What follows belongs to an exercise in optimizing a design on an open flow for small area, a short achievable clock period and few clock cycles; a production flow would make more cautious choices.
The RTL was checked by simulation tests, not by an equivalence proof against the original design.
Power and IR drop assume default switching activity.

==> design/flow/design.v <==
package arch_types_pkg;
    typedef logic [8-1:0] data_t;
    typedef logic [6-1:0] addr_t;
    typedef logic [16-1:0] instr_t;
    typedef logic [$clog2(4)-1:0] reg_sel_t;
    typedef enum logic [3:0] {
        ALU_ADD       = 4'd0,
        ALU_ADC       = 4'd1,
        ALU_SUB       = 4'd2,    
        ALU_SBC       = 4'd3,
        ALU_INR       = 4'd4,
        ALU_DCR       = 4'd5,
        ALU_AND       = 4'd6,
        ALU_OR        = 4'd7,
        ALU_XOR       = 4'd8,
        ALU_INV       = 4'd9,
        ALU_ROL       = 4'd10,   
        ALU_ROR       = 4'd11,
        ALU_UNDEFINED = 4'd12
    } alu_op_t;
endpackage
package ctrl_types_pkg;
    typedef enum logic [3:0] {
        OP_NOP = 4'd0,
        OP_LDI = 4'd1,   
        OP_ALU = 4'd2,   
        OP_OUT = 4'd3,   
        OP_JMP = 4'd4,
        OP_JZ  = 4'd5,   
        OP_JC  = 4'd6,   
        OP_HLT = 4'd7
    } opcode_t;
    typedef enum logic [2:0] {
        ST_IDLE   = 3'd0,
        ST_FETCH  = 3'd1,
        ST_DECODE = 3'd2,
        ST_EXEC   = 3'd3,
        ST_WRITE  = 3'd4,
        ST_HALT   = 3'd5
    } cpu_state_t;
endpackage
`timescale 1ns/1ns
module alu (
    input  logic [7:0]  a,
    input  logic [7:0]  b,
    input  logic        c_in,
    input  logic [13:0] ctl,
    output logic [7:0]  result,
    output logic        c_out,
    output logic        zero
);
    logic y_useb, y_inv, cin_one, cin_c;
    logic r_sum, r_and, r_or, r_xor, r_inv, r_rol, r_ror;
    logic c_sum, c_rol, c_ror;
    assign {y_useb, y_inv, cin_one, cin_c, r_sum, r_and, r_or, r_xor, r_inv,
            r_rol, r_ror, c_sum, c_rol, c_ror} = ctl;
    logic [7:0] y, p, k, lres;
    logic       cin;
    logic [8:0] sum;
    logic       z_sum, z_log;
    assign y   = ({8{y_useb}} & b) ^ {8{y_inv}};
    assign cin = cin_one | (cin_c & c_in);
    assign sum = {1'b0, a} + {1'b0, y} + {8'd0, cin};
    assign p     = a ^ y;
    assign k     = {a[6:0] | y[6:0], cin};
    assign z_sum = (p == k);
    assign lres = ({8{r_and}} & (a & b)) |
                  ({8{r_or}}  & (a | b)) |
                  ({8{r_xor}} & (a ^ b)) |
                  ({8{r_inv}} & ~a) |
                  ({8{r_rol}} & {a[6:0], c_in}) |
                  ({8{r_ror}} & {c_in, a[7:1]});
    assign z_log = (lres == 8'd0);
    assign result = r_sum ? sum[7:0] : lres;
    assign zero   = r_sum ? z_sum : z_log;
    assign c_out  = (c_sum & sum[8]) | (c_rol & a[7]) | (c_ror & a[0]);
endmodule
module alu_ctl (
    input  logic [3:0]  op,
    output logic [13:0] ctl
);
    logic y_useb, y_inv, cin_one, cin_c;
    logic r_sum, r_and, r_or, r_xor, r_inv, r_rol, r_ror;
    logic c_sum, c_rol, c_ror;
    always_comb begin
        y_useb  = (op <= 4'd3);
        y_inv   = (op == 4'd2) || (op == 4'd3) || (op == 4'd5);
        cin_one = (op == 4'd2) || (op == 4'd4);
        cin_c   = (op == 4'd1) || (op == 4'd3);
        r_sum   = (op <= 4'd5);
        r_and   = (op == 4'd6);
        r_or    = (op == 4'd7);
        r_xor   = (op == 4'd8);
        r_inv   = (op == 4'd9);
        r_rol   = (op == 4'd10);
        r_ror   = (op == 4'd11);
        c_sum   = (op <= 4'd5);
        c_rol   = (op == 4'd10);
        c_ror   = (op == 4'd11);
    end
    assign ctl = {y_useb, y_inv, cin_one, cin_c, r_sum, r_and, r_or, r_xor, r_inv,
                  r_rol, r_ror, c_sum, c_rol, c_ror};
endmodule
`timescale 1ns/1ns
module reg_file (
    input  logic       clk,
    input  logic       reset,
    input  logic [3:0] rd_oh_a,
    input  logic [3:0] rd_oh_b,
    input  logic [1:0] wr_sel,
    input  logic       wr_en,
    input  logic [7:0] wr_data,
    output logic [7:0] rd_data_a,
    output logic [7:0] rd_data_b
);
    logic [7:0] regs [4];
    always_ff @(posedge clk) begin
        if (reset) begin
            for (int i = 0; i < 4; i++) regs[i] <= '0;
        end else if (wr_en) begin
            regs[wr_sel] <= wr_data;
        end
    end
    always_comb begin
        rd_data_a = '0;
        rd_data_b = '0;
        for (int i = 0; i < 4; i++) begin
            rd_data_a = rd_data_a | ({8{rd_oh_a[i]}} & regs[i]);
            rd_data_b = rd_data_b | ({8{rd_oh_b[i]}} & regs[i]);
        end
    end
endmodule
`timescale 1ns/1ns
module prog_mem (
    input  logic        clk,
    input  logic        load_en,
    input  logic [5:0]  load_addr,
    input  logic [15:0] load_data,
    input  logic [5:0]  rd_t,
    input  logic [5:0]  rd_x,
    input  logic [5:0]  rd_s,
    input  logic        rd_ct_jmp,  
    input  logic        rd_ct_z,    
    input  logic        rd_ct_c,
    input  logic        rd_z,
    input  logic        rd_c,
    input  logic        rd_fold,
    output logic [15:0] rd_word,
    output logic [3:0]  nx_op,
    output logic [5:0]  nx_target
);
    logic [63:0][15:0] words;
    logic [63:0][15:0] rd_words;
    logic [63:0]       row, row_t, row_n;
    logic              pend_q;
    logic [5:0]        pend_addr_q;
    logic [15:0]       pend_data_q;
    logic              byp0_q, byp1_q;
    always_ff @(posedge clk) begin
        pend_q      <= load_en;
        pend_addr_q <= load_addr;
        pend_data_q <= load_data;
        byp0_q      <= load_en && (load_addr == 6'd0);
        byp1_q      <= load_en && (load_addr == 6'd1);
    end
    always_ff @(posedge clk) begin
        for (int i = 0; i < 64; i++) begin
            if (pend_q && pend_addr_q == 6'(i)) words[i] <= pend_data_q;
        end
    end
    always_comb begin
        rd_words    = words;
        rd_words[0] = byp0_q ? pend_data_q : words[0];
        rd_words[1] = byp1_q ? pend_data_q : words[1];
    end
    prog_mem_dec u_dec (
        .t    (rd_t),
        .x    (rd_x),
        .s    (rd_s),
        .fold (rd_fold),
        .row_t (row_t),
        .row_n (row_n)
    );
    prog_mem_rsel u_rsel (
        .ct_jmp (rd_ct_jmp),
        .ct_z   (rd_ct_z),
        .ct_c   (rd_ct_c),
        .z      (rd_z),
        .c      (rd_c),
        .row_t (row_t),
        .row_n (row_n),
        .row   (row)
    );
    prog_mem_read u_read (
        .row       (row),
        .words     (rd_words),
        .rd_word   (rd_word),
        .nx_op     (nx_op),
        .nx_target (nx_target)
    );
endmodule
module prog_mem_dec (
    input  logic [5:0]  t,
    input  logic [5:0]  x,
    input  logic [5:0]  s,
    input  logic        fold,
    output logic [63:0] row_t,
    output logic [63:0] row_n
);
    logic [7:0] x_lo, x_hi, s_lo, s_hi;
    always_comb begin
        for (int i = 0; i < 8; i++) begin
            x_lo[i] = (x[2:0] == 3'(i));
            s_lo[i] = (s[2:0] == 3'(i));
            x_hi[i] = fold & (x[5:3] == 3'(i));
            s_hi[i] = !fold & (s[5:3] == 3'(i));
        end
        for (int i = 0; i < 64; i++) begin
            row_t[i] = (t == 6'(i));
            row_n[i] = (x_hi[i / 8] & x_lo[i % 8]) | (s_hi[i / 8] & s_lo[i % 8]);
        end
    end
endmodule
module prog_mem_rsel (
    input  logic        ct_jmp,
    input  logic        ct_z,
    input  logic        ct_c,
    input  logic        z,
    input  logic        c,
    input  logic [63:0] row_t,
    input  logic [63:0] row_n,
    output logic [63:0] row
);
    for (genvar g = 0; g < 8; g++) begin : g_grp
        prog_mem_rsel8 u_grp (
            .ct_jmp (ct_jmp),
            .ct_z   (ct_z),
            .ct_c   (ct_c),
            .z      (z),
            .c      (c),
            .row_t  (row_t[8*g +: 8]),
            .row_n  (row_n[8*g +: 8]),
            .row    (row[8*g +: 8])
        );
    end
endmodule
module prog_mem_rsel8 (
    input  logic       ct_jmp,
    input  logic       ct_z,
    input  logic       ct_c,
    input  logic       z,
    input  logic       c,
    input  logic [7:0] row_t,
    input  logic [7:0] row_n,
    output logic [7:0] row
);
    logic tk;
    assign tk  = ct_jmp | (ct_z & z) | (ct_c & c);
    assign row = tk ? row_t : row_n;
endmodule
module prog_mem_read (
    input  logic [63:0]       row,
    input  logic [63:0][15:0] words,
    output logic [15:0]       rd_word,
    output logic [3:0]        nx_op,
    output logic [5:0]        nx_target
);
    logic [63:0]    row_nx;
    logic [7:0][25:0] part;
    assign row_nx = {row[62:0], row[63]};
    for (genvar g = 0; g < 8; g++) begin : g_grp
        prog_mem_read8 u_grp (
            .row    (row[8*g +: 8]),
            .row_nx (row_nx[8*g +: 8]),
            .words  (words[8*g +: 8]),
            .part   (part[g])
        );
    end
    always_comb begin
        logic [25:0] acc;
        acc = '0;
        for (int g = 0; g < 8; g++) acc = acc | part[g];
        rd_word   = acc[15:0];
        nx_op     = acc[19:16];
        nx_target = acc[25:20];
    end
endmodule
module prog_mem_read8 (
    input  logic [7:0]       row,
    input  logic [7:0]       row_nx,
    input  logic [7:0][15:0] words,
    output logic [25:0]      part
);
    always_comb begin
        part = '0;
        for (int i = 0; i < 8; i++) begin
            part[15:0]  = part[15:0]  | ({16{row[i]}} & words[i]);
            part[19:16] = part[19:16] | ({4{row_nx[i]}} & words[i][15:12]);
            part[25:20] = part[25:20] | ({6{row_nx[i]}} & words[i][5:0]);
        end
    end
endmodule
`timescale 1ns/1ns
module cpu_core (
    input  logic                   clk,
    input  logic                   reset,
    input  logic                   start,
    input  logic                   load_en,
    input  arch_types_pkg::addr_t  load_addr,
    input  arch_types_pkg::instr_t load_data,
    output logic                   out_valid,
    output arch_types_pkg::data_t  out_data,
    output logic                   busy,
    output logic                   halted
);
    logic        running_q;
    logic        halted_q;
    logic        z_q, c_q;
    logic [5:0]  t_q, sx_q, s_q;
    logic        fold_q;
    logic        ct_jmp_q, ct_z_q, ct_c_q;
    logic [11:0] x_q;             
    logic        x_ldi_q, x_alu_q, x_out_q, x_hlt_q;
    logic [3:0]  x_ra_q, x_rb_q;   
    logic [13:0] x_ctl_q;          
    logic        out_valid_q;
    logic [7:0]  out_data_q;
    logic        taken;
    logic [5:0]  f_addr, f_addr1, f_addr2;
    logic [15:0] w0;
    logic [3:0]  w1_op;
    logic [5:0]  w1_t;
    assign taken  = ct_jmp_q | (ct_z_q & z_q) | (ct_c_q & c_q);
    assign f_addr = taken ? t_q : fold_q ? sx_q : s_q;
    prog_mem u_prog (
        .clk       (clk),
        .load_en   (load_en && !running_q),
        .load_addr (load_addr),
        .load_data (load_data),
        .rd_t      (t_q),
        .rd_x      (sx_q),
        .rd_s      (s_q),
        .rd_ct_jmp (ct_jmp_q),
        .rd_ct_z   (ct_z_q),
        .rd_ct_c   (ct_c_q),
        .rd_z      (z_q),
        .rd_c      (c_q),
        .rd_fold   (fold_q),
        .rd_word   (w0),
        .nx_op     (w1_op),
        .nx_target (w1_t)
    );
    assign f_addr1 = f_addr + 6'd1;
    assign f_addr2 = f_addr + 6'd2;
    logic w0_ldi, w0_alu, w0_out, w0_jmp, w0_jz, w0_jc, w0_hlt, w0_j;
    logic w1_jmp, w1_jz, w1_jc, fold;
    assign w0_ldi = (w0[15:12] == 4'd1);
    assign w0_alu = (w0[15:12] == 4'd2);
    assign w0_out = (w0[15:12] == 4'd3);
    assign w0_jmp = (w0[15:12] == 4'd4);
    assign w0_jz  = (w0[15:12] == 4'd5);
    assign w0_jc  = (w0[15:12] == 4'd6);
    assign w0_hlt = (w0[15:12] == 4'd7);
    assign w0_j   = w0_jmp | w0_jz | w0_jc;
    assign w1_jmp = (w1_op == 4'd4);
    assign w1_jz  = (w1_op == 4'd5);
    assign w1_jc  = (w1_op == 4'd6);
    logic fold_jmp_ok, fold_jcc_ok;
    assign fold_jmp_ok = !w0_hlt & !w0_jmp;
    assign fold_jcc_ok = !w0_hlt & !w0_j & !w0_alu;
    assign fold = (w1_jmp & fold_jmp_ok) | ((w1_jz | w1_jc) & fold_jcc_ok);
    logic [13:0] w0_ctl;
    alu_ctl u_alu_ctl (
        .op  (w0[3:0]),
        .ctl (w0_ctl)
    );
    always_ff @(posedge clk) begin
        x_q      <= w0[11:0];
        x_ctl_q  <= w0_ctl;
        for (int i = 0; i < 4; i++) begin
            x_ra_q[i] <= (w0[11:10] == 2'(i));
            x_rb_q[i] <= (w0[9:8] == 2'(i));
        end
        x_ldi_q  <= w0_ldi;
        x_alu_q  <= w0_alu;
        x_out_q  <= w0_out;
        x_hlt_q  <= w0_hlt;
        t_q      <= w0_j ? w0[5:0] : w1_t;
    end
    logic idle_next;
    assign idle_next = reset || (running_q ? x_hlt_q : !start);
    always_ff @(posedge clk) begin
        if (idle_next) begin
            ct_jmp_q <= 1'b0;
            ct_z_q   <= 1'b0;
            ct_c_q   <= 1'b0;
        end else begin
            ct_jmp_q <= w0_jmp | (w1_jmp & fold_jmp_ok & !w0_j);
            ct_z_q   <= w0_jz | (w1_jz & fold_jcc_ok);
            ct_c_q   <= w0_jc | (w1_jc & fold_jcc_ok);
        end
    end
    always_ff @(posedge clk) begin
        sx_q <= w0_j ? w1_t : f_addr2;
        if (idle_next) begin
            s_q    <= 6'd0;
            fold_q <= 1'b0;
        end else begin
            s_q    <= f_addr1;
            fold_q <= fold;
        end
    end
    logic [7:0] rd_a, rd_b, alu_res, wr_data;
    logic       alu_c, alu_z, reg_we;
    assign reg_we  = running_q && (x_ldi_q || x_alu_q);
    assign wr_data = x_alu_q ? alu_res : x_q[7:0];
    reg_file u_regs (
        .clk       (clk),
        .reset     (reset),
        .rd_oh_a   (x_ra_q),
        .rd_oh_b   (x_rb_q),
        .wr_sel    (x_q[11:10]),
        .wr_en     (reg_we),
        .wr_data   (wr_data),
        .rd_data_a (rd_a),
        .rd_data_b (rd_b)
    );
    alu u_alu (
        .a      (rd_a),
        .b      (rd_b),
        .c_in   (c_q),
        .ctl    (x_ctl_q),
        .result (alu_res),
        .c_out  (alu_c),
        .zero   (alu_z)
    );
    always_ff @(posedge clk) begin
        if (reset) begin
            z_q <= 1'b1;
            c_q <= 1'b0;
        end else if (running_q && x_alu_q) begin
            z_q <= alu_z;
            c_q <= alu_c;
        end
    end
    always_ff @(posedge clk) begin
        if (reset) begin
            running_q   <= 1'b0;
            halted_q    <= 1'b0;
            out_valid_q <= 1'b0;
        end else begin
            out_valid_q <= running_q && x_out_q;
            if (running_q) begin
                if (x_hlt_q) begin
                    running_q <= 1'b0;
                    halted_q  <= 1'b1;
                end
            end else if (start) begin
                running_q <= 1'b1;
                halted_q  <= 1'b0;
            end
        end
    end
    always_ff @(posedge clk) begin
        out_data_q <= rd_a;
    end
    assign out_valid = out_valid_q;
    assign out_data  = out_data_q;
    assign busy      = running_q;
    assign halted    = halted_q;
endmodule
==> design/flow/flow/run.sh <==
#!/bin/bash
# Layout flow: the standard ORFS layout (standard.sh, standard synthesis
# unchanged) with these changes in how the layout is made:
#  - clock tree sinks are clustered into larger groups and no dummy loads
#    are inserted, for a smaller clock tree;
set -euo pipefail
cd "$(dirname "$0")/.."
bash standard.sh \
    SETUP_SLACK_MARGIN=6.6 \
    "BUFFER_PORTS_ARGS=-buffer_cell sky130_fd_sc_hd__buf_4" \
    "CTS_ARGS=-sink_clustering_enable -repair_clock_nets -sink_clustering_size 20 -sink_clustering_max_diameter 80 -dont_use_dummy_load" \
    finish > flow_make.log 2>&1
==> design/flow/standard.sh <==
#!/bin/bash
# synth_recipe.tcl (not shown) runs the flow's synth.tcl, then flattens the netlist and writes it again
# the make line also repeats each setting of config.mk as NAME=value (left out here)
make -C /OpenROAD-flow-scripts/flow DESIGN_CONFIG=/design/flow/config.mk WORK_HOME=/design/flow/orfs CLKGATE_MAP_FILE= SYNTH_SCRIPT=/design/flow/synth_recipe.tcl "${@:-finish}"
==> design/flow/config.mk <==
export PLATFORM = sky130hd
export DESIGN_NAME = cpu_core
export DESIGN_NICKNAME = cpu_core
export VERILOG_FILES = /design/flow/design.v
export SDC_FILE = /design/flow/constraint.sdc
export NUM_CORES = 4
export LEC_CHECK = 0
export CAP_MARGIN = 20
export CORE_MARGIN = 2
export CORE_UTILIZATION = 40
export SLEW_MARGIN = 20
export SYNTH_HIERARCHICAL = 1
export TNS_END_PERCENT = 5
==> design/flow/constraint.sdc <==
create_clock -name core_clock -period 10.0 [get_ports {clk}]
set_input_delay 2.0000 -clock core_clock [delete_from_list [all_inputs] [get_ports {clk}]]
set_output_delay 2.0000 -clock core_clock [all_outputs]
set_load 0.01 [all_outputs]
==> results of run 1 <==
-- per-stage QoR --
step	hold WS [ns]	utilization	instances	power, uW
global placement	0.4633	0.4110	4765	8264
detailed placement	0.4742	0.4114	4765	8273
global route	0.5098	0.4417	4931	11810
floorplan	0.4045	-	3321	7393
CTS	0.4811	0.4368	4903	11280
finish	0.4725	0.4417	4931	11450
-- synth_stat cells (31+ instances only) --
cell type	n	area share
nor2_1	158	0.012
clkbuf_1	54	0.0041
buf_6	92	0.021
o22ai_1	58	0.0074
buf_2	93	0.0094
mux2_2	113	0.026
ha_1	31	0.0079
and2_1	35	0.0044
edfxtp_1	1056	0.64
a22oi_1	879	0.13
nor4_1	52	0.0066
inv_1	34	0.0026
dfxtp_1	96	0.039
nand4_1	213	0.027
nand2_1	72	0.0055
-- Yosys stat by module (local to each module, per instance), excerpt --
module / cells inside / flops+latches / cell area [sq um]
alu: 171 / 0 / 1256
alu_ctl: 33 / 0 / 244.0
cpu_core: 204 / 71 / 2327
prog_mem: 1182 / 1049 / 32120
prog_mem_dec: 220 / 0 / 1319
prog_mem_read: 78 / 0 / 422.9
prog_mem_read8: 154 / 0 / 1145
prog_mem_rsel8: 9 / 0 / 116.4
reg_file: 129 / 32 / 1589
-- registers in the layout, indices dropped and copies added (netlist names), 4 cells and up --
register	cells
u_prog.pend_data_q	16
x_rb_q	4
x_q	10
sx_q	6
x_ctl_q	14
x_ra_q	4
u_regs.regs	32
s_q	6
out_data_q	8
t_q	6
u_prog.words	1024
u_prog.pend_addr_q	6
-- kinds of logic after synthesis --
logic type,count (synthesis),synth area share
multiplexers,124,0.02821
AND/OR/NAND/NOR,651,0.07619
buffers and inverters,317,0.04466
XOR/XNOR,25,0.004436
adder cells (fa/ha/maj),33,0.008668
AO/OA/AOI/OAI,1019,0.1565
flip-flops,1152,0.6813
-- layer usage --
layer | share of wire | GRT usage
met1 | 0.42 | 0.3445
met2 | 0.44 | 0.3472
met3 | 0.11 | 0.04697
met4 | 0.037 | 0.08322
met5 | 0.00027 | 0
-- final timing paths --
| kind | end | slack [ns] | cells after the start |
|---|---|---|---|
| setup / recovery | fold_q$_SDFF_PP0_ | 6.21 | 13 |
| setup reg to reg | fold_q$_SDFF_PP0_ | 6.21 | 13 |
| hold reg to reg | halted_q$_SDFFE_PP0P_ | 0.47 | 2 |
| hold / removal | halted_q$_SDFFE_PP0P_ | 0.47 | 2 |
-- worst max-delay path: stages, from the launching register on --
cell	delay (ns)
dfxtp_1	0.33
buf_12	0.16
a221oi_4	0.29
buf_12	0.18
mux2_4	0.38
buf_12	0.18
a22oi_2	0.15
nand4_1	0.30
nor4_4	0.55
nand2_1	0.09
nand2b_4	0.19
o41ai_4	0.35
a221oi_2	0.11
a2111oi_2	0.36
-- power breakdown --
group          switching [uW]  internal, uW
sequential                244          5400
clock                    1520          1280
combinational            1920          1080
total                    3690          7770
-- final cells by class --
class                   count  share of cell area
inverters                  34            0.002365
diodes                      1          0.00004636
repair buffers            185             0.03264
well taps                1625             0.03767
flip-flops and latches   1152              0.6244
clock buffers              72             0.03338
multi-input cells        1862              0.2695
-- what timing repair did --
item | in CTS | in global routing
endpoints found under the setup margin | 66 | 69
hold buffers | 0 | 0
resized for setup | 157 | 55
cloned | 9 | 6
setup buffers | 57 | 18
pin swaps | 24 | 20
==> metrics.md, run 1 <==
| Metric | Value |
|---|---|
| Slew HR | `0.2131` |
| First-pass GRT wire length | `217.0 mm` |
| Ys flop type | `edfxtp_1` |
| Mapped Avg Cell Area | `roughly 15 sq um` |
| Routed WL | `about 150 mm` |
| Worst-Margin Slew | `around 1.2 ns` |
| Power Density | `~210 nW/um^2` |
| Leak pwr | `between 0.015 and 0.02 uW` |
| Period minus WS final | `around 3.8 ns` |
| Clock Skew | `0.06525 ns` |
| Synthesized cell area | `49,360 sq um` |
| # setup viols final | `0` |
| Critical Path RT | `10.50 ns` |
| Most frequent cells in the layout | `edfxtp_1 (1,056), a22oi_1 (872), nand4_1 (213)` |
| GP Congestion | `around 0.94` |
| Worst-path clk slew | `about 0.080 ns` |
| Clock root buffer | `clkbuf_16` |
| DRC viols | `0` |
| CTS tree | `done` |
| Longest Clk Path Bufs | `3` |
| Startpoint Class | `register` |
| Port bufs | `36` |
| Clock Sinks | `~1,200` |
| Yosys warns | `13` |
| Share of layout cells above drive strength 1 | `0.1743` |
| EDFF count, synth | `roughly 1,100` |
| Commonest non-fill, non-tap cell in the layout | `edfxtp_1` |
| Sum Neg Setup Slack | `0 ns` |
| Core Region | `122,200 sq um` |
| Initial antenna violation count | `4` |
| Largest net degree at the start of global routing | `67` |
| Fillcell total | `10,730` |
| Post-synth cell types | `between 70 and 80` |
| Gr usage total | `0.2352` |
| Worst Setup SP | `c_q$_SDFFE_PP0P_` |
| Area delta synth->final | `9.332%` |
| # IOs | `37` |
| Asr flop ratio synth | `0` |
| Syn Inst Count | `~3,300` |
| H-tree lvl count | `3` |
| Antenna-violating nets left | `0` |
| Vias in the first global route | `slightly below 30,000` |
| Status | `no timing/DRC/antenna violations` |
| DR pass1 iterations | `8` |
| Setup ws final | `between 6 and 7 ns` |
| Max-cap check violation count | `0` |
| Routed WL per cell | `roughly 31 um` |
| Hold Path Origin | `halted_q$_SDFFE_PP0P_` |
| Nets | `3,366` |
| Iteration-0 DRC Markers | `around 4,600` |
| Num rows | `between 100 and 150` |
| Period Utilization, post-route | `0.3785` |
| FF+latch area | `about 34,000 sq um` |
| Fmax | `approximately 260 MHz` |
| Post-place setup slack | `about 5.5 ns` |
| Max-slew violation count | `0` |
| Max FO, Critical Path | `13` |
| Post-synthesis sequential area ratio | `0.6813` |
| Cell area after placement | `50,270 sq um` |
| Worst skew pair latency | `0.68 ns` |
| Final hold vios | `0` |
| Die ar. | `~130,000 sq um` |
| Mapped Nets | `approximately 3,400` |
| Reg-to-Reg Start | `c_q$_SDFFE_PP0P_` |
| Crit. End Element | `register` |
| Crit Path Class | `register to register` |
| RSZ-0062 raised after global routing | `true` |
| Crit path arrival time | `4.28 ns` |
| CTS Buf Count | `72` |
| Die height | `about 360 um` |
| Die Wd | `roughly 360 um` |
| Post-DP HPWL | `~94 mm` |
| VDD IR max | `between 0.1 and 0.15 mV` |
| Overflow left after global routing | `0` |
| Seq cells post-synth | `1,152` |
| Starting Density | `0.4040` |
| Via/cell ratio | `approximately 6.6` |
| Worst Hold Class | `register to register` |
| Vias | `~32,000` |
| Final Cell Area | `53,970 sq um` |
| Area of the multi-input gates | `around 15,000 sq um` |
Testbench counts, summed over its fixed seeds: cycles 12,473.
==> run 2: changes to the inputs <==
--- a/design/flow/design.v
+++ b/design/flow/design.v
@@ -46,4 +46,7 @@
     input  logic        c_in,
     input  logic [13:0] ctl,
+    input  logic        sel_alu,
+    input  logic        sel_imm,
+    input  logic [7:0]  imm,
     output logic [7:0]  result,
     output logic        c_out,
@@ -72,5 +75,6 @@
                   ({8{r_ror}} & {c_in, a[7:1]});
     assign z_log = (lres == 8'd0);
-    assign result = r_sum ? sum[7:0] : lres;
+    assign result = sel_alu ? (r_sum ? sum[7:0] : lres) :
+                    sel_imm ? imm : 8'd0;
     assign zero   = r_sum ? z_sum : z_log;
     assign c_out  = (c_sum & sum[8]) | (c_rol & a[7]) | (c_ror & a[0]);
@@ -108,16 +112,16 @@
     input  logic [3:0] rd_oh_a,
     input  logic [3:0] rd_oh_b,
+    input  logic [3:0] rd_oh_c,
     input  logic [1:0] wr_sel,
     input  logic       wr_en,
     input  logic [7:0] wr_data,
     output logic [7:0] rd_data_a,
-    output logic [7:0] rd_data_b
+    output logic [7:0] rd_data_b,
+    output logic [7:0] rd_data_c
 );
     logic [7:0] regs [4];
     always_ff @(posedge clk) begin
-        if (reset) begin
-            for (int i = 0; i < 4; i++) regs[i] <= '0;
-        end else if (wr_en) begin
-            regs[wr_sel] <= wr_data;
+        for (int i = 0; i < 4; i++) begin
+            if (reset || (wr_en && wr_sel == 2'(i))) regs[i] <= wr_data;
         end
     end
@@ -125,5 +129,7 @@
         rd_data_a = '0;
         rd_data_b = '0;
+        rd_data_c = '0;
         for (int i = 0; i < 4; i++) begin
+            rd_data_c = rd_data_c | ({8{rd_oh_c[i]}} & regs[i]);
             rd_data_a = rd_data_a | ({8{rd_oh_a[i]}} & regs[i]);
             rd_data_b = rd_data_b | ({8{rd_oh_b[i]}} & regs[i]);
@@ -148,9 +154,10 @@
     output logic [15:0] rd_word,
     output logic [3:0]  nx_op,
+    output logic [1:0]  nx_d,
     output logic [5:0]  nx_target
 );
     logic [63:0][15:0] words;
     logic [63:0][15:0] rd_words;
-    logic [63:0]       row, row_t, row_n;
+    logic [63:0]       row, row_nx, row_t, row_n;
     logic              pend_q;
     logic [5:0]        pend_addr_q;
@@ -182,4 +189,14 @@
         .row_n (row_n)
     );
+    prog_mem_rsel u_rsel_nx (
+        .ct_jmp (rd_ct_jmp),
+        .ct_z   (rd_ct_z),
+        .ct_c   (rd_ct_c),
+        .z      (rd_z),
+        .c      (rd_c),
+        .row_t  ({row_t[62:0], row_t[63]}),
+        .row_n  ({row_n[62:0], row_n[63]}),
+        .row    (row_nx)
+    );
     prog_mem_rsel u_rsel (
         .ct_jmp (rd_ct_jmp),
@@ -194,7 +211,9 @@
     prog_mem_read u_read (
         .row       (row),
+        .row_nx    (row_nx),
         .words     (rd_words),
         .rd_word   (rd_word),
         .nx_op     (nx_op),
+        .nx_d      (nx_d),
         .nx_target (nx_target)
     );
@@ -261,12 +280,12 @@
 module prog_mem_read (
     input  logic [63:0]       row,
+    input  logic [63:0]       row_nx,
     input  logic [63:0][15:0] words,
     output logic [15:0]       rd_word,
     output logic [3:0]        nx_op,
+    output logic [1:0]        nx_d,
     output logic [5:0]        nx_target
 );
-    logic [63:0]    row_nx;
-    logic [7:0][25:0] part;
-    assign row_nx = {row[62:0], row[63]};
+    logic [7:0][27:0] part;
     for (genvar g = 0; g < 8; g++) begin : g_grp
         prog_mem_read8 u_grp (
@@ -278,5 +297,5 @@
     end
     always_comb begin
-        logic [25:0] acc;
+        logic [27:0] acc;
         acc = '0;
         for (int g = 0; g < 8; g++) acc = acc | part[g];
@@ -284,4 +303,5 @@
         nx_op     = acc[19:16];
         nx_target = acc[25:20];
+        nx_d      = acc[27:26];
     end
 endmodule
@@ -290,5 +310,5 @@
     input  logic [7:0]       row_nx,
     input  logic [7:0][15:0] words,
-    output logic [25:0]      part
+    output logic [27:0]      part
 );
     always_comb begin
@@ -298,4 +318,5 @@
             part[19:16] = part[19:16] | ({4{row_nx[i]}} & words[i][15:12]);
             part[25:20] = part[25:20] | ({6{row_nx[i]}} & words[i][5:0]);
+            part[27:26] = part[27:26] | ({2{row_nx[i]}} & words[i][11:10]);
         end
     end
@@ -315,5 +336,4 @@
 );
     logic        running_q;
-    logic        halted_q;
     logic        z_q, c_q;
     logic [5:0]  t_q, sx_q, s_q;
@@ -324,6 +344,6 @@
     logic [3:0]  x_ra_q, x_rb_q;   
     logic [13:0] x_ctl_q;          
-    logic        out_valid_q;
-    logic [7:0]  out_data_q;
+    logic        x_fo_q, x_fo_fwd_q;
+    logic [3:0]  x_fo_oh_q;
     logic        taken;
     logic [5:0]  f_addr, f_addr1, f_addr2;
@@ -331,4 +351,5 @@
     logic [3:0]  w1_op;
     logic [5:0]  w1_t;
+    logic [1:0]  w1_d;
     assign taken  = ct_jmp_q | (ct_z_q & z_q) | (ct_c_q & c_q);
     assign f_addr = taken ? t_q : fold_q ? sx_q : s_q;
@@ -349,4 +370,5 @@
         .rd_word   (w0),
         .nx_op     (w1_op),
+        .nx_d      (w1_d),
         .nx_target (w1_t)
     );
@@ -354,5 +376,5 @@
     assign f_addr2 = f_addr + 6'd2;
     logic w0_ldi, w0_alu, w0_out, w0_jmp, w0_jz, w0_jc, w0_hlt, w0_j;
-    logic w1_jmp, w1_jz, w1_jc, fold;
+    logic w1_jmp, w1_jz, w1_jc, w1_out, fold;
     assign w0_ldi = (w0[15:12] == 4'd1);
     assign w0_alu = (w0[15:12] == 4'd2);
@@ -366,8 +388,11 @@
     assign w1_jz  = (w1_op == 4'd5);
     assign w1_jc  = (w1_op == 4'd6);
-    logic fold_jmp_ok, fold_jcc_ok;
+    assign w1_out = (w1_op == 4'd3);
+    logic fold_jmp_ok, fold_jcc_ok, fold_out_ok;
     assign fold_jmp_ok = !w0_hlt & !w0_jmp;
     assign fold_jcc_ok = !w0_hlt & !w0_j & !w0_alu;
-    assign fold = (w1_jmp & fold_jmp_ok) | ((w1_jz | w1_jc) & fold_jcc_ok);
+    assign fold_out_ok = !w0_hlt & !w0_j & !w0_out;
+    assign fold = (w1_jmp & fold_jmp_ok) | ((w1_jz | w1_jc) & fold_jcc_ok) |
+                  (w1_out & fold_out_ok);
     logic [13:0] w0_ctl;
     alu_ctl u_alu_ctl (
@@ -378,5 +403,8 @@
         x_q      <= w0[11:0];
         x_ctl_q  <= w0_ctl;
+        x_fo_q     <= w1_out & fold_out_ok;
+        x_fo_fwd_q <= (w0_ldi | w0_alu) & (w0[11:10] == w1_d);
         for (int i = 0; i < 4; i++) begin
+            x_fo_oh_q[i] <= (w1_d == 2'(i));
             x_ra_q[i] <= (w0[11:10] == 2'(i));
             x_rb_q[i] <= (w0[9:8] == 2'(i));
@@ -386,33 +414,22 @@
         x_out_q  <= w0_out;
         x_hlt_q  <= w0_hlt;
-        t_q      <= w0_j ? w0[5:0] : w1_t;
     end
     logic idle_next;
     assign idle_next = reset || (running_q ? x_hlt_q : !start);
     always_ff @(posedge clk) begin
-        if (idle_next) begin
-            ct_jmp_q <= 1'b0;
-            ct_z_q   <= 1'b0;
-            ct_c_q   <= 1'b0;
-        end else begin
-            ct_jmp_q <= w0_jmp | (w1_jmp & fold_jmp_ok & !w0_j);
-            ct_z_q   <= w0_jz | (w1_jz & fold_jcc_ok);
-            ct_c_q   <= w0_jc | (w1_jc & fold_jcc_ok);
-        end
+        ct_jmp_q <= idle_next | w0_jmp | (w1_jmp & fold_jmp_ok & !w0_j);
+        ct_z_q   <= w0_jz | (w1_jz & fold_jcc_ok);
+        ct_c_q   <= w0_jc | (w1_jc & fold_jcc_ok);
+        t_q      <= idle_next ? 6'd0 : w0_j ? w0[5:0] : w1_t;
     end
     always_ff @(posedge clk) begin
-        sx_q <= w0_j ? w1_t : f_addr2;
-        if (idle_next) begin
-            s_q    <= 6'd0;
-            fold_q <= 1'b0;
-        end else begin
-            s_q    <= f_addr1;
-            fold_q <= fold;
-        end
+        sx_q   <= w0_j ? w1_t : f_addr2;
+        s_q    <= f_addr1;
+        fold_q <= fold;
     end
-    logic [7:0] rd_a, rd_b, alu_res, wr_data;
+    logic [7:0] rd_a, rd_b, rd_o, alu_res, wr_data;
     logic       alu_c, alu_z, reg_we;
     assign reg_we  = running_q && (x_ldi_q || x_alu_q);
-    assign wr_data = x_alu_q ? alu_res : x_q[7:0];
+    assign wr_data = alu_res;
     reg_file u_regs (
         .clk       (clk),
@@ -420,9 +437,11 @@
         .rd_oh_a   (x_ra_q),
         .rd_oh_b   (x_rb_q),
+        .rd_oh_c   (x_fo_oh_q),
         .wr_sel    (x_q[11:10]),
         .wr_en     (reg_we),
         .wr_data   (wr_data),
         .rd_data_a (rd_a),
-        .rd_data_b (rd_b)
+        .rd_data_b (rd_b),
+        .rd_data_c (rd_o)
     );
     alu u_alu (
@@ -430,5 +449,8 @@
         .b      (rd_b),
         .c_in   (c_q),
-        .ctl    (x_ctl_q),
+        .ctl     (x_ctl_q),
+        .sel_alu (x_alu_q && !reset),
+        .sel_imm (x_ldi_q && !reset),
+        .imm     (x_q[7:0]),
         .result (alu_res),
         .c_out  (alu_c),
@@ -444,28 +466,38 @@
         end
     end
+    logic run_d, halted_d;
+    assign run_d    = !reset && (running_q ? !x_hlt_q : start);
+    assign halted_d = !reset && (running_q ? x_hlt_q : (halted && !start));
     always_ff @(posedge clk) begin
-        if (reset) begin
-            running_q   <= 1'b0;
-            halted_q    <= 1'b0;
-            out_valid_q <= 1'b0;
-        end else begin
-            out_valid_q <= running_q && x_out_q;
-            if (running_q) begin
-                if (x_hlt_q) begin
-                    running_q <= 1'b0;
-                    halted_q  <= 1'b1;
-                end
-            end else if (start) begin
-                running_q <= 1'b1;
-                halted_q  <= 1'b0;
-            end
-        end
+        running_q <= run_d;
     end
+    out_regs u_out (
+        .clk         (clk),
+        .busy_d      (run_d),
+        .halted_d    (halted_d),
+        .out_valid_d (!reset && running_q && (x_out_q || x_fo_q)),
+        .out_data_d  (x_fo_q ? (x_fo_fwd_q ? wr_data : rd_o) : rd_a),
+        .busy        (busy),
+        .halted      (halted),
+        .out_valid   (out_valid),
+        .out_data    (out_data)
+    );
+endmodule
+module out_regs (
+    input  logic       clk,
+    input  logic       busy_d,
+    input  logic       halted_d,
+    input  logic       out_valid_d,
+    input  logic [7:0] out_data_d,
+    output logic       busy,
+    output logic       halted,
+    output logic       out_valid,
+    output logic [7:0] out_data
+);
     always_ff @(posedge clk) begin
-        out_data_q <= rd_a;
+        busy      <= busy_d;
+        halted    <= halted_d;
+        out_valid <= out_valid_d;
+        out_data  <= out_data_d;
     end
-    assign out_valid = out_valid_q;
-    assign out_data  = out_data_q;
-    assign busy      = running_q;
-    assign halted    = halted_q;
 endmodule
--- a/design/flow/config.mk
+++ b/design/flow/config.mk
@@ -9,4 +9,5 @@
 export CORE_MARGIN = 2
 export CORE_UTILIZATION = 40
+export PLACE_DENSITY = 0.75
 export SLEW_MARGIN = 20
 export SYNTH_HIERARCHICAL = 1
==> metrics.md, run 2 <==
| Metric | Value |
|---|---|
| Syn Inst Count | `approximately 3,500` |
| Starting Density | `0.4024` |
| Post-DP HPWL | `roughly 110 mm` |
| Nets | `about 3,600` |
| Post-CTS Hold Buffers | `0` |
| Gr usage total | `0.2448` |
| EDFF count, synth | `between 1,000 and 1,500` |
| Leak pwr | `approximately 0.017 uW` |
| Max-slew violation count | `0` |
| Cell area after placement | `52,090 sq um` |
| Status | `no timing/DRC/antenna violations` |
| Die ar. | `between 100,000 and 150,000 sq um` |
| Top post-synthesis cells by area | `edfxtp_1 (62%), a22oi_1 (14%), dfxtp_1 (4.0%), mux2_2 (3.5%), nand4_1 (2.8%)` |
| Clock root buffer | `clkbuf_16` |
| Synth top cells by count | `edfxtp_1 (1,056), a22oi_1 (954), nand4_1 (229)` |
| Final hold vios | `0` |
| Iteration-0 DRC Markers | `between 5,000 and 6,000` |
| Post-synthesis sequential area ratio | `0.6591` |
| Critical Path Max Stage Delay | `a little over 0.7 ns` |
| Routed WL per cell | `around 32 um` |
| Most frequent cells in the layout | `edfxtp_1 (1,056), a22oi_1 (941), nand4_1 (229)` |
| Area delta synth->final | `10.30%` |
| Die height | `361.9 um` |
| Mapped Avg Cell Area | `approximately 14 sq um` |
| First-pass GRT wire length | `around 240 mm` |
| CTS Buf Count | `just over 70` |
| Ys flop type | `edfxtp_1` |
| VDD IR max | `roughly 0.16 mV` |
| Via/cell ratio | `6.824` |
| Largest register by flop count | `u_prog.words` |
| Max reg flops | `1,024` |
| Port bufs | `36` |
| Seq cells post-synth | `1,159` |
| Longest Clk Path Bufs | `3` |
| Crit Path Class | `register to register` |
| GP Congestion | `1.060` |
| Crit. End Element | `register` |
| Share of layout cells above drive strength 1 | `0.1876` |
| Vias | `~36,000` |
| DRC viols | `0` |
| Overflow left after global routing | `0` |
| RSZ-0062 raised after global routing | `true` |
| Final Cell Area | `between 50,000 and 60,000 sq um` |
| Clock Skew | `around 0.074 ns` |
| Period minus WS final | `around 3.7 ns` |
| Final Total Pwr | `12,640 uW` |
| Asr flop ratio synth | `0` |
| Initial antenna violation count | `1` |
| Antenna-violating nets left | `0` |
| Max FO, Critical Path | `18` |
| Master of the slowest instance on the critical path | `nor4_1` |
| Worst Hold Class | `register to register` |
| Fmax | `272.9 MHz` |
| Worst-path clk slew | `approximately 0.08 ns` |
| Post-Route Hold Slack | `roughly 0.53 ns` |
| Slew HR | `0.3413` |
| Startpoint Class | `register` |
| Crit path cell chain | `nand4b_1, nor2_1, mux2_4, a22oi_1, nand4_1, nor4_1, nand2_1, nand2_1, a21oi_1` |
| Period Utilization, post-route | `0.3664` |
| Critical Path RT | `between 10 and 15 ns` |
| Sum Neg Setup Slack | `0 ns` |
| Die Wd | `361.9 um` |
| Core Region | `127,400 sq um` |
| Commonest non-fill, non-tap cell in the layout | `edfxtp_1` |
| Most common cell in the netlist | `edfxtp_1` |
| # setup viols final | `0` |
| Post-synth cell types | `slightly below 70` |
| Post-place setup slack | `5.336 ns` |
| Num rows | `131` |
| Top-area cell type share of the netlist area | `0.6188` |
| Worst-Margin Slew | `~0.99 ns` |
| Yosys warns | `15` |
| Setup ws final | `6.336 ns` |
| Clock Sinks | `1,159` |
| Worst skew pair latency | `0.68 ns` |
| Dominant cell type by area after synthesis | `edfxtp_1` |
| Mapped Nets | `about 3,600` |
| ANT cells | `0` |
| H-tree lvl count | `3` |
| # IOs | `37` |
| Crit-path most repeated cell | `nand2_1` |
| Max-cap check violation count | `0` |
| Largest net degree at the start of global routing | `between 60 and 70` |
| Routed WL | `about 170 mm` |
| Top flop regs | `u_prog.words: 1024 flops, u_regs.regs: 32 flops, u_prog.pend_data_q: 16 flops` |
| CTS tree | `done` |
| DR pass1 iterations | `14` |
| Crit path arrival time | `approximately 4.2 ns` |
| Power Density | `223.6 nW/um^2` |
| Synthesized cell area | `around 51,000 sq um` |
| Vias in the first global route | `about 33,000` |
run 2: cell types whose count changed after synthesis, moves of 9 or more:
cell | before | now
buf_2 | 93 | 109
and2_1 | 35 | 4
a22oi_1 | 879 | 954
a221oi_4 | 8 | 17
nand4_1 | 213 | 229
nand2_1 | 72 | 111
mux2_2 | 113 | 161
nor2b_1 | 7 | 18
a21oi_1 | 18 | 34
run 2: worst paths after layout:
| kind | from | end | slack, ns | depth (start not counted) |
|---|---|---|---|---|
| max reg2reg | t_q[1]$_SDFF_PP0_ | t_q[2]$_SDFF_PP0_ | 6.34 | 9 |
| min | x_alu_q$_DFF_P_ | c_q$_SDFFE_PP0P_ | 0.53 | 2 |
| max | t_q[1]$_SDFF_PP0_ | t_q[2]$_SDFF_PP0_ | 6.34 | 9 |
| min reg2reg | x_alu_q$_DFF_P_ | c_q$_SDFFE_PP0P_ | 0.53 | 2 |
run 2: what timing repair did:
| action | in CTS | in global routing |
|---|---|---|
| resized for setup | 233 | 71 |
| cloned | 2 | 4 |
| endpoints found under the setup margin | 60 | 66 |
| pin swaps | 47 | 39 |
| buffers inserted | 91 | 24 |
run 2: metal layers:
| layer | part of all wire | routed length [um] | vias to the layer above | track usage |
|---|---|---|---|---|
| li1 | - | - | 14640 | - |
| met1 | 0.39 | 64510 | 17930 | 0.3479 |
| met2 | 0.44 | 72500 | 2671 | 0.3660 |
| met3 | 0.13 | 22120 | 405 | 0.06051 |
| met4 | 0.044 | 7289 | 2 | 0.08211 |
| met5 | 0.000066 | 11 | - | 0.0007399 |
run 2: report_power, final:
group / total (uW) / switching [uW] / internal, uW
Combinational: 4090 / 2570 / 1520
Clock: 2800 / 1520 / 1280
Sequential: 5750 / 281 / 5460
Total: 12600 / 4370 / 8260
run 2: critical path: cells and delay by family (launching register included):
family / cells / cell delay, ns
multiplexers: 1 / 0.39
AND/OR/NAND/NOR: 6 / 2.19
AO/OA/AOI/OAI: 2 / 0.39
flip-flops: 1 / 0.55
run 2: through the flow:
stage,std cells,utilization
2_1_floorplan,3542,-
4_1_cts,5195,0.4397
3_5_place_dp,5030,0.4090
6_report,5223,0.4438
5_1_grt,5223,0.4438
3_3_place_gp,5030,0.4090
run 2: cell type report:
type,count,area [sq um]
clock buffer,72,1802
fill,10990,70830
timing repair buffer,235,2141
tap,1662,2079
sequential,1159,33840
multi-input combinational,2066,16560
inverter,29,108.9
run 2: kinds of logic (layout without fill, tap and decap cells):
| logic type | count (synthesis) | count (layout) | share of synthesized area |
|---|---|---|---|
| XOR/XNOR | 29 | 29 | 0.004957 |
| AO/OA/AOI/OAI | 1129 | 1129 | 0.1691 |
| multiplexers | 175 | 179 | 0.03811 |
| buffers and inverters | 322 | 336 | 0.04424 |
| adder cells (fa/ha/maj) | 33 | 33 | 0.008351 |
| AND/OR/NAND/NOR | 695 | 696 | 0.07618 |
| flip-flops | 1159 | 1159 | 0.6591 |
run 2: per-module statistics from Yosys (local to each module, per instance), a selection:
module,cells inside,copies in the design,flip-flops and latches,cell area [sq um]
alu_ctl,33,1,0,244.0
cpu_core,238,1,67,2340
prog_mem_read,84,1,0,455.4
prog_mem,1182,1,1049,32120
prog_mem_dec,220,1,0,1319
reg_file,123,1,32,1553
prog_mem_read8,164,8,0,1217
prog_mem_rsel8,9,16,0,116.4
alu,195,1,0,1394
out_regs,11,1,11,220.2
Testbench counts of run 2, summed over its fixed seeds: cycles 11,578.
==> run 3: changes to the inputs <==
--- a/design/flow/design.v
+++ b/design/flow/design.v
@@ -116,4 +116,6 @@
     input  logic       wr_en,
     input  logic [7:0] wr_data,
+    input  logic [3:0] wr2_oh,      
+    input  logic [7:0] wr2_data,
     output logic [7:0] rd_data_a,
     output logic [7:0] rd_data_b,
@@ -123,5 +125,6 @@
     always_ff @(posedge clk) begin
         for (int i = 0; i < 4; i++) begin
-            if (reset || (wr_en && wr_sel == 2'(i))) regs[i] <= wr_data;
+            if (wr2_oh[i] && !reset)                      regs[i] <= wr2_data;
+            else if (reset || (wr_en && wr_sel == 2'(i))) regs[i] <= wr_data;
         end
     end
@@ -155,5 +158,5 @@
     output logic [3:0]  nx_op,
     output logic [1:0]  nx_d,
-    output logic [5:0]  nx_target
+    output logic [7:0]  nx_imm
 );
     logic [63:0][15:0] words;
@@ -216,5 +219,5 @@
         .nx_op     (nx_op),
         .nx_d      (nx_d),
-        .nx_target (nx_target)
+        .nx_imm    (nx_imm)
     );
 endmodule
@@ -285,7 +288,7 @@
     output logic [3:0]        nx_op,
     output logic [1:0]        nx_d,
-    output logic [5:0]        nx_target
+    output logic [7:0]        nx_imm
 );
-    logic [7:0][27:0] part;
+    logic [7:0][29:0] part;
     for (genvar g = 0; g < 8; g++) begin : g_grp
         prog_mem_read8 u_grp (
@@ -297,11 +300,11 @@
     end
     always_comb begin
-        logic [27:0] acc;
+        logic [29:0] acc;
         acc = '0;
         for (int g = 0; g < 8; g++) acc = acc | part[g];
         rd_word   = acc[15:0];
         nx_op     = acc[19:16];
-        nx_target = acc[25:20];
-        nx_d      = acc[27:26];
+        nx_imm    = acc[29:22];
+        nx_d      = acc[21:20];
     end
 endmodule
@@ -310,5 +313,5 @@
     input  logic [7:0]       row_nx,
     input  logic [7:0][15:0] words,
-    output logic [27:0]      part
+    output logic [29:0]      part
 );
     always_comb begin
@@ -317,6 +320,6 @@
             part[15:0]  = part[15:0]  | ({16{row[i]}} & words[i]);
             part[19:16] = part[19:16] | ({4{row_nx[i]}} & words[i][15:12]);
-            part[25:20] = part[25:20] | ({6{row_nx[i]}} & words[i][5:0]);
-            part[27:26] = part[27:26] | ({2{row_nx[i]}} & words[i][11:10]);
+            part[21:20] = part[21:20] | ({2{row_nx[i]}} & words[i][11:10]);
+            part[29:22] = part[29:22] | ({8{row_nx[i]}} & words[i][7:0]);
         end
     end
@@ -346,4 +349,6 @@
     logic        x_fo_q, x_fo_fwd_q;
     logic [3:0]  x_fo_oh_q;
+    logic [3:0]  x_fl_oh_q;
+    logic [7:0]  x_fl_imm_q;
     logic        taken;
     logic [5:0]  f_addr, f_addr1, f_addr2;
@@ -351,4 +356,5 @@
     logic [3:0]  w1_op;
     logic [5:0]  w1_t;
+    logic [7:0]  w1_imm;
     logic [1:0]  w1_d;
     assign taken  = ct_jmp_q | (ct_z_q & z_q) | (ct_c_q & c_q);
@@ -371,10 +377,10 @@
         .nx_op     (w1_op),
         .nx_d      (w1_d),
-        .nx_target (w1_t)
+        .nx_imm    (w1_imm)
     );
     assign f_addr1 = f_addr + 6'd1;
     assign f_addr2 = f_addr + 6'd2;
     logic w0_ldi, w0_alu, w0_out, w0_jmp, w0_jz, w0_jc, w0_hlt, w0_j;
-    logic w1_jmp, w1_jz, w1_jc, w1_out, fold;
+    logic w1_jmp, w1_jz, w1_jc, w1_out, w1_ldi, fold;
     assign w0_ldi = (w0[15:12] == 4'd1);
     assign w0_alu = (w0[15:12] == 4'd2);
@@ -389,10 +395,13 @@
     assign w1_jc  = (w1_op == 4'd6);
     assign w1_out = (w1_op == 4'd3);
-    logic fold_jmp_ok, fold_jcc_ok, fold_out_ok;
+    assign w1_ldi = (w1_op == 4'd1);
+    assign w1_t   = w1_imm[5:0];
+    logic fold_jmp_ok, fold_jcc_ok, fold_out_ok, fold_ldi_ok;
     assign fold_jmp_ok = !w0_hlt & !w0_jmp;
     assign fold_jcc_ok = !w0_hlt & !w0_j & !w0_alu;
     assign fold_out_ok = !w0_hlt & !w0_j & !w0_out;
+    assign fold_ldi_ok = !w0_hlt & !w0_j;
     assign fold = (w1_jmp & fold_jmp_ok) | ((w1_jz | w1_jc) & fold_jcc_ok) |
-                  (w1_out & fold_out_ok);
+                  (w1_out & fold_out_ok) | (w1_ldi & fold_ldi_ok);
     logic [13:0] w0_ctl;
     alu_ctl u_alu_ctl (
@@ -404,7 +413,9 @@
         x_ctl_q  <= w0_ctl;
         x_fo_q     <= w1_out & fold_out_ok;
+        x_fl_imm_q <= w1_imm;
         x_fo_fwd_q <= (w0_ldi | w0_alu) & (w0[11:10] == w1_d);
         for (int i = 0; i < 4; i++) begin
             x_fo_oh_q[i] <= (w1_d == 2'(i));
+            x_fl_oh_q[i] <= w1_ldi & fold_ldi_ok & (w1_d == 2'(i));
             x_ra_q[i] <= (w0[11:10] == 2'(i));
             x_rb_q[i] <= (w0[9:8] == 2'(i));
@@ -441,4 +452,6 @@
         .wr_en     (reg_we),
         .wr_data   (wr_data),
+        .wr2_oh    (running_q ? x_fl_oh_q : 4'd0),
+        .wr2_data  (x_fl_imm_q),
         .rd_data_a (rd_a),
         .rd_data_b (rd_b),
==> metrics.md, run 3 <==
| Metric | Value |
|---|---|
| Num rows | `between 100 and 150` |
| Dominant cell type by area after synthesis | `edfxtp_1` |
| Routed WL | `roughly 180 mm` |
| Startpoint Class | `register` |
| Nets | `approximately 3,800` |
| Max Used Layer | `met5` |
| Power Density | `226.1 nW/um^2` |
| Master of the slowest instance on the critical path | `nor4_2` |
| Period minus WS final | `around 3.8 ns` |
| First-pass GRT wire length | `247.5 mm` |
| Post-synth cell types | `73` |
| Hold Path End | `u_out.out_valid$_DFF_P_` |
| Max reg flops | `~1,000` |
| R2r setup slk | `between 6 and 7 ns` |
| Die height | `~370 um` |
| Starting Density | `0.4016` |
| Crit Path Class | `register to register` |
| Critical Path RT | `10.55 ns` |
| Hold Path Origin | `x_out_q$_DFF_P_` |
| Fmax | `266.2 MHz` |
| Commonest non-fill, non-tap cell in the layout | `edfxtp_1` |
| Iteration-0 DRC Markers | `slightly above 6,000` |
| Routed wl met3 | `23.76 mm` |
| Worst skew pair latency | `approximately 0.68 ns` |
| CTS tree | `done` |
| Post-synthesis sequential area ratio | `0.6458` |
| Leak pwr | `around 0.018 uW` |
| Top-area cell type share of the netlist area | `0.6021` |
| Fillcell total | `11,520` |
| Synth top cells by count | `edfxtp_1 (1,056), a22oi_1 (1,018), nand4_1 (244)` |
| Syn Inst Count | `~3,700` |
| Sum Neg Setup Slack | `0 ns` |
| Max FO, Critical Path | `18` |
| EDFF count, synth | `about 1,100` |
| Area of the multi-input gates | `18,110 sq um` |
| Delay-heaviest family, CP | `simple AND/OR/NAND/NOR gates` |
| Critical Path Max Stage Delay | `between 0.7 and 0.8 ns` |
| CTS Buf Count | `72` |
| R2R cell count | `11` |
| Metal2 WL | `slightly below 80 mm` |
| Seq cells post-synth | `roughly 1,200` |
| Initial antenna violation count | `2` |
| Largest net degree at the start of global routing | `67` |
| Worst Hold Class | `register to register` |
| RR Endpoint | `t_q[4]$_SDFF_PP0_` |
| Max-cap check violation count | `0` |
| Overflow left after global routing | `0` |
| Most frequent cells in the layout | `edfxtp_1 (1,056), a22oi_1 (999), nand4_1 (244)` |
| Die ar. | `roughly 130,000 sq um` |
| Routed WL per cell | `~32 um` |
| Port bufs | `36` |
| Worst-Margin Slew | `between 1 and 1.5 ns` |
| Yosys warns | `15` |
| Mapped Avg Cell Area | `14.26 sq um` |
| Crit. End Element | `register` |
| Share of layout cells above drive strength 1 | `0.2036` |
| Final hold vios | `0` |
| VDD IR max | `about 0.15 mV` |
| Clock root buffer | `clkbuf_16` |
| Post-DP HPWL | `between 100 and 150 mm` |
| H-tree lvl count | `3` |
| Vias in the first global route | `approximately 35,000` |
| Status | `no timing/DRC/antenna violations` |
| Gr usage total | `0.2505` |
| Reg-to-Reg Start | `t_q[2]$_SDFF_PP0_` |
| RSZ-0062 raised after global routing | `true` |
| # setup viols final | `0` |
| Max-slew violation count | `0` |
| Top post-synthesis cells by area | `edfxtp_1 (60%), a22oi_1 (15%), dfxtp_1 (4.4%), mux2_2 (3.4%), nand4_1 (2.9%)` |
| Vias | `37,400` |
| Die Wd | `between 300 and 400 um` |
| DRC viols | `0` |
| # IOs | `37` |
| Crit path cell chain | `nand4bb_1, nor2_1, mux2_4, buf_4, buf_4, a22oi_1, nand4_1, nor4_2, nand2_1, nand2_1, a21oi_1` |
| DR pass1 iterations | `9` |
| Routed met1 length | `between 60 and 70 mm` |
| Fin util | `0.4461` |
| Hold depth | `2` |
| Largest register by flop count | `u_prog.words` |
| Longest Clk Path Bufs | `3` |
| Most common cell in the netlist | `edfxtp_1` |
| Via/cell ratio | `6.825` |
| Asr flop ratio synth | `0` |
| Worst-path clk slew | `0.08 ns` |
| Core Region | `131,100 sq um` |
| Area delta synth->final | `11.07%` |
| Ys flop type | `edfxtp_1` |
| Period Utilization, post-route | `0.3757` |
| Clock Sinks | `1,171` |
| Clock Skew | `about 0.054 ns` |
| Crit path arrival time | `roughly 4.3 ns` |
| Top flop regs | `u_prog.words: 1024 flops, u_regs.regs: 32 flops, u_prog.pend_data_q: 16 flops` |
| Mapped Nets | `3,752` |
| GP Congestion | `around 1.0` |
| Worst Path Buf+Inv | `2` |
| Slew HR | `0.2161` |
| Synthesized cell area | `around 53,000 sq um` |
| FF+latch area | `34,070 sq um` |
| Antenna-violating nets left | `0` |
run 3: changes by cell type after synthesis, moves of 5 or more:
| cell | delta |
|---|---|
| buf_6 | -9 |
| mux2_4 | +33 |
| a22oi_1 | +64 |
| buf_1 | +5 |
| clkbuf_1 | +6 |
| nand4_1 | +15 |
| dfxtp_1 | +12 |
run 3: where the power goes:
group	total, uW	internal [uW]	switching [uW]
logic	4540	1660	2890
clock network	2810	1280	1530
registers	5870	5540	325
total	13200	8480	4740
run 3: metal layers:
metal	track usage	vias to the layer above
li1	-	15340
met1	0.3393	18810
met2	0.3840	2792
met3	0.06697	457
met4	0.09718	4
met5	0	-
run 3: layout make-up:
class                      count  area share
clock buffer                  72     0.03080
sequential                  1171      0.5824
timing repair buffer         252     0.03771
antenna                        1  0.00004278
inverter                      31    0.001989
tap                         1755     0.03754
multi-input combinational   2197      0.3096
run 3: what timing repair did:
item	4_1_cts	5_1_grt
gates cloned	0	5
pin swaps	68	50
buffers inserted	58	77
resized for setup	235	116
setup endpoints to repair	85	80
hold buffers	0	0
run 3: worst max-delay path by stage:
stage | endpoint | cells after the start | startpoint | slack [ns]
finish | t_q[4]$_SDFF_PP0_ | 11 | t_q[2]$_SDFF_PP0_ | 6.24
floorplan | t_q[3]$_SDFF_PP0_ | 14 | ct_z_q$_DFF_P_ | 6.65
global placement | sx_q[2]$_DFF_P_ | 9 | ct_z_q$_DFF_P_ | 4.93
global route | x_fo_fwd_q$_DFF_P_ | 10 | s_q[4]$_DFF_P_ | 6.34
CTS | u_out.out_data[6]$_DFF_P_ | 14 | u_regs.regs[0][0]$_DFFE_PP_ | 6.43
detailed placement | x_ctl_q[1]$_DFF_P_ | 7 | ct_z_q$_DFF_P_ | 5.24
run 3: worst reg2reg max path: cells and delay by family, from the launching register on:
| family | cells | cell delay [ns] |
|---|---|---|
| compound gates | 2 | 0.30 |
| buf+inv | 2 | 0.32 |
| simple gates | 6 | 2.14 |
| flops | 1 | 0.53 |
| mux | 1 | 0.35 |
run 3: through the flow:
| stage | instance area (sq um) | power (uW) | hold slack, ns | cells | setup slack (ns) |
|---|---|---|---|---|---|
| floorplan | 52670 | 8108 | 0.4441 | 3693 | 6.651 |
| global placement | 53660 | 9326 | 0.4974 | 5265 | 4.935 |
| detailed placement | 53670 | 9346 | 0.5108 | 5265 | 5.236 |
| CTS | 57280 | 12730 | 0.5229 | 5395 | 6.431 |
| global route | 58500 | 13580 | 0.5707 | 5478 | 6.344 |
| finish | 58500 | 13230 | 0.5349 | 5479 | 6.243 |
run 3: cell families after synthesis:
| family | after synthesis | synth area share |
|---|---|---|
| xor gates and xnor gates | 29 | 0.004823 |
| muxes | 208 | 0.04656 |
| adders and majority gates | 33 | 0.008125 |
| and+or+nand+nor | 727 | 0.07792 |
| AOI/OAI and AO/OA | 1195 | 0.1743 |
| DFF | 1171 | 0.6458 |
| buffers and inverters | 330 | 0.04243 |
run 3: modules after synthesis, one instance, submodules excluded, a selection:
module,times used,area [sq um],cells inside,flops+latches
reg_file,1,2059,162,32
alu_ctl,1,244.0,33,0
prog_mem_read,1,488.0,90,0
prog_mem_dec,1,1319,220,0
alu,1,1394,195,0
prog_mem_read8,8,1284,174,0
prog_mem,1,32120,1182,1049
Testbench counts of run 3, summed over its fixed seeds: cycles 10,970.
==> run 4: changes to the inputs <==
--- a/design/flow/flow/run.sh
+++ b/design/flow/flow/run.sh
@@ -7,5 +7,5 @@
 cd "$(dirname "$0")/.."
 bash standard.sh \
-    SETUP_SLACK_MARGIN=6.6 \
+    SETUP_SLACK_MARGIN=6.3 \
     "BUFFER_PORTS_ARGS=-buffer_cell sky130_fd_sc_hd__buf_4" \
     "CTS_ARGS=-sink_clustering_enable -repair_clock_nets -sink_clustering_size 20 -sink_clustering_max_diameter 80 -dont_use_dummy_load" \
--- a/design/flow/config.mk
+++ b/design/flow/config.mk
@@ -12,3 +12,3 @@
 export SLEW_MARGIN = 20
 export SYNTH_HIERARCHICAL = 1
-export TNS_END_PERCENT = 5
+export TNS_END_PERCENT = 100
==> metrics.md, run 4 <==
| Metric | Value |
|---|---|
| Status | `no timing/DRC/antenna violations` |
| VDD IR max | `approximately 0.16 mV` |
| Seq cells post-synth | `1,171` |
| Post-DP HPWL | `118.8 mm` |
| Largest net degree at the start of global routing | `67` |
| Leak pwr | `0.01767 uW` |
| Gr usage total | `0.2565` |
| Antenna-violating nets left | `0` |
| Nets | `between 3,000 and 4,000` |
| Post-synthesis sequential area ratio | `0.6458` |
| Startpoint Class | `register` |
| Core Region | `around 130,000 sq um` |
| Mapped Avg Cell Area | `~14 sq um` |
| # IOs | `37` |
| Overflow left after global routing | `0` |
| Dpl cells | `between 5,000 and 6,000` |
| Largest register by flop count | `u_prog.words` |
| Sum Neg Setup Slack | `0 ns` |
| Worst Hold Class | `register to register` |
| Final Total Pwr | `around 13,000 uW` |
| Max reg flops | `1,024` |
| Syn Inst Count | `3,693` |
| Fin util | `0.4388` |
| CTS tree | `done` |
| Vias | `between 30,000 and 40,000` |
| Period Utilization, post-route | `0.3883` |
| Synthesized cell area | `~53,000 sq um` |
| Post-route insts no fill | `between 5,000 and 6,000` |
| Via/cell ratio | `~7` |
| Top-area cell type share of the netlist area | `0.6021` |
| Worst skew pair latency | `between 0.6 and 0.7 ns` |
| Top post-synthesis cells by area | `edfxtp_1 (60%), a22oi_1 (15%), dfxtp_1 (4.4%), mux2_2 (3.4%), nand4_1 (2.9%)` |
| Worst-Margin Slew | `about 1.2 ns` |
| Yosys warns | `15` |
| Num rows | `~130` |
| Power Density | `about 220 nW/um^2` |
| Clock Sinks | `about 1,200` |
| Final hold vios | `0` |
| Clock Skew | `0.09065 ns` |
| Die Wd | `roughly 370 um` |
| Most common cell in the netlist | `edfxtp_1` |
| Post-synth cell types | `73` |
| CTS Buf Count | `between 70 and 80` |
| Initial antenna violation count | `8` |
| Top flop regs | `u_prog.words: 1024 flops, u_regs.regs: 32 flops, u_prog.pend_data_q: 16 flops` |
| Vias in the first global route | `roughly 34,000` |
| Dominant cell type by area after synthesis | `edfxtp_1` |
| Worst-path clk slew | `approximately 0.08 ns` |
| Crit Path Class | `register to register` |
| RSZ-0062 raised after global routing | `true` |
| Longest Clk Path Bufs | `3` |
| Routed WL per cell | `33.34 um` |
| Starting Density | `0.4016` |
| Port bufs | `36` |
| DR pass1 iterations | `7` |
| Area delta synth->final | `9.251%` |
| Iteration-0 DRC Markers | `approximately 6,700` |
| H-tree lvl count | `3` |
| DRC viols | `0` |
| Max-slew violation count | `0` |
| Mapped Nets | `roughly 3,800` |
| Synth top cells by count | `edfxtp_1 (1,056), a22oi_1 (1,018), nand4_1 (244)` |
| Clock root buffer | `clkbuf_16` |
| Commonest non-fill, non-tap cell in the layout | `edfxtp_1` |
| # setup viols final | `0` |
| EDFF count, synth | `1,056` |
| Crit path arrival time | `4.36 ns` |
| Critical Path RT | `10.48 ns` |
| Routed WL | `180.9 mm` |
| Ys flop type | `edfxtp_1` |
| Share of layout cells above drive strength 1 | `0.1772` |
| Die height | `between 300 and 400 um` |
| Period minus WS final | `3.883 ns` |
| Max-cap check violation count | `0` |
| First-pass GRT wire length | `between 200 and 300 mm` |
| Asr flop ratio synth | `0` |
| Die ar. | `134,600 sq um` |
| Crit. End Element | `register` |
| Most frequent cells in the layout | `edfxtp_1 (1,056), a22oi_1 (1,008), nand4_1 (244)` |
| R2r setup slk | `6.12 ns` |
| Fmax | `between 200 and 300 MHz` |
| Slew HR | `0.1605` |
| GP Congestion | `1.067` |
| Max FO, Critical Path | `18` |
[run 4: cell count changes in the layout (fill, tap and decap cells not counted), sizes merged]
cell | previous run | this run
diode | 1 | 7
clkbuf | 72 | 78
nand2 | 110 | 109
buf | 252 | 191
mux2 | 198 | 194
[run 4: Yosys stat by module, one instance, submodules excluded, excerpt]
module | copies in the design | area, sq um | flops+latches
alu | 1 | 1394 | 0
reg_file | 1 | 2059 | 32
prog_mem_read | 1 | 488.0 | 0
alu_ctl | 1 | 244.0 | 0
prog_mem_rsel8 | 16 | 116.4 | 0
cpu_core | 1 | 2694 | 79
prog_mem | 1 | 32120 | 1049
prog_mem_dec | 1 | 1319 | 0
out_regs | 1 | 220.2 | 11
prog_mem_read8 | 8 | 1284 | 0
[run 4: stage by stage]
step	setup slack (ns)	cell area [sq um]	hold slack, ns
final	6.117	57540	0.5370
after global routing	6.174	57520	0.5943
after CTS	6.267	56620	0.5349
after detailed placement	5.028	53730	0.5163
after global placement	5.019	53720	0.5121
after floorplan	6.357	52670	0.4441
[run 4: repair_timing]
item,CTS,global route
hold buffers,0,0
pin swaps,23,32
setup endpoints to repair,67,53
gates resized for setup,101,148
buffers inserted,32,35
[run 4: final cells by class]
type                    instances  area, sq um
inverters                      31        116.4
fillers                     11600        73590
well taps                    1755         2196
clock buffers                  77         1927
diodes                          7        17.52
multi-input cells            2192        17510
repair buffers                192         1692
flip-flops and latches       1171        34080
[run 4: worst max-delay path, stage by stage (launching register included)]
cell,delay [ns]
dfxtp_4,0.47
a221oi_4,0.57
mux2_2,0.56
a22oi_1,0.38
nand4_1,0.32
nor4_1,1.08
nand2_1,0.32
[run 4: logic make-up after synthesis]
logic type / Yosys count / synth area share
multiplexers: 208 / 0.04656
adder cells (fa/ha/maj): 33 / 0.008125
flip-flops: 1171 / 0.6458
buffers and inverters: 330 / 0.04243
AND/OR/NAND/NOR: 727 / 0.07792
XOR/XNOR: 29 / 0.004823
AO/OA/AOI/OAI: 1195 / 0.1743
[run 4: final timing paths]
path,from,to,cells past startpoint
worst max-delay path,z_q$_SDFFE_PP1P_,x_fl_imm_q[7]$_DFF_P_,6
worst min-delay path,x_hlt_q$_DFF_P_,u_out.halted$_DFF_P_,2
worst max register to register,z_q$_SDFFE_PP1P_,x_fl_imm_q[7]$_DFF_P_,6
worst min register to register,x_hlt_q$_DFF_P_,u_out.halted$_DFF_P_,2
[run 4: report_power, final]
group | switching (uW) | internal (uW) | leakage, uW | total, uW
sequential | 325 | 5550 | 0.0105 | 5870
clock | 1560 | 1360 | 0.000949 | 2930
combinational | 2660 | 1460 | 0.00622 | 4120
[run 4: metal layers]
layer  vias to the layer above  share of wire  wire length, um  track usage
li1                      15200              -                -            -
met1                     18780           0.38            68190       0.3545
met2                      2799           0.44            78790       0.3800
met3                       474           0.14            24940      0.07243
met4                         4          0.049             8911       0.1040
met5                         -        0.00011               20            0

[re-timing with driven ports]
How much do the figures lean on ideal ports? The routed layouts below were timed once more, with nothing changed but the port constraints. Step 1 assumes that a clkbuf_16 drives the clock port and a buf_2 every other input. Step 2 moves the port delays by t, midway between the first and last clock arrival at a register: inputs arrive t later, outputs are due t later. That takes back most of the time a late clock gives input paths. a / b / c = no drivers / after step 1 / after step 2; a / b = the first two.
run | t (ns) | setup WS [ns] | latest minus earliest clock arrival (ns) | worst data-port slew with drivers (ns) | pins driven straight from the clock port
run 1 | 0.716 | 6.215 / 6.215 / 6.215 | 0.081 / 0.081 | 0.03 | 1
run 2 | 0.715 | 6.336 / 6.336 / 6.110 | 0.075 / 0.075 | 0.05 | 1
run 3 | 0.725 | 6.243 / 6.243 / 6.007 | 0.062 / 0.062 | 0.04 | 1
run 4 | 0.717 | 6.117 / 6.117 / 5.822 | 0.092 / 0.091 | 0.12 | 1
After both steps every run listed still meets setup and hold. The setup slack of run 4, which loses most, moves by 0.000 ns with the drivers and by -0.295 ns with both steps.
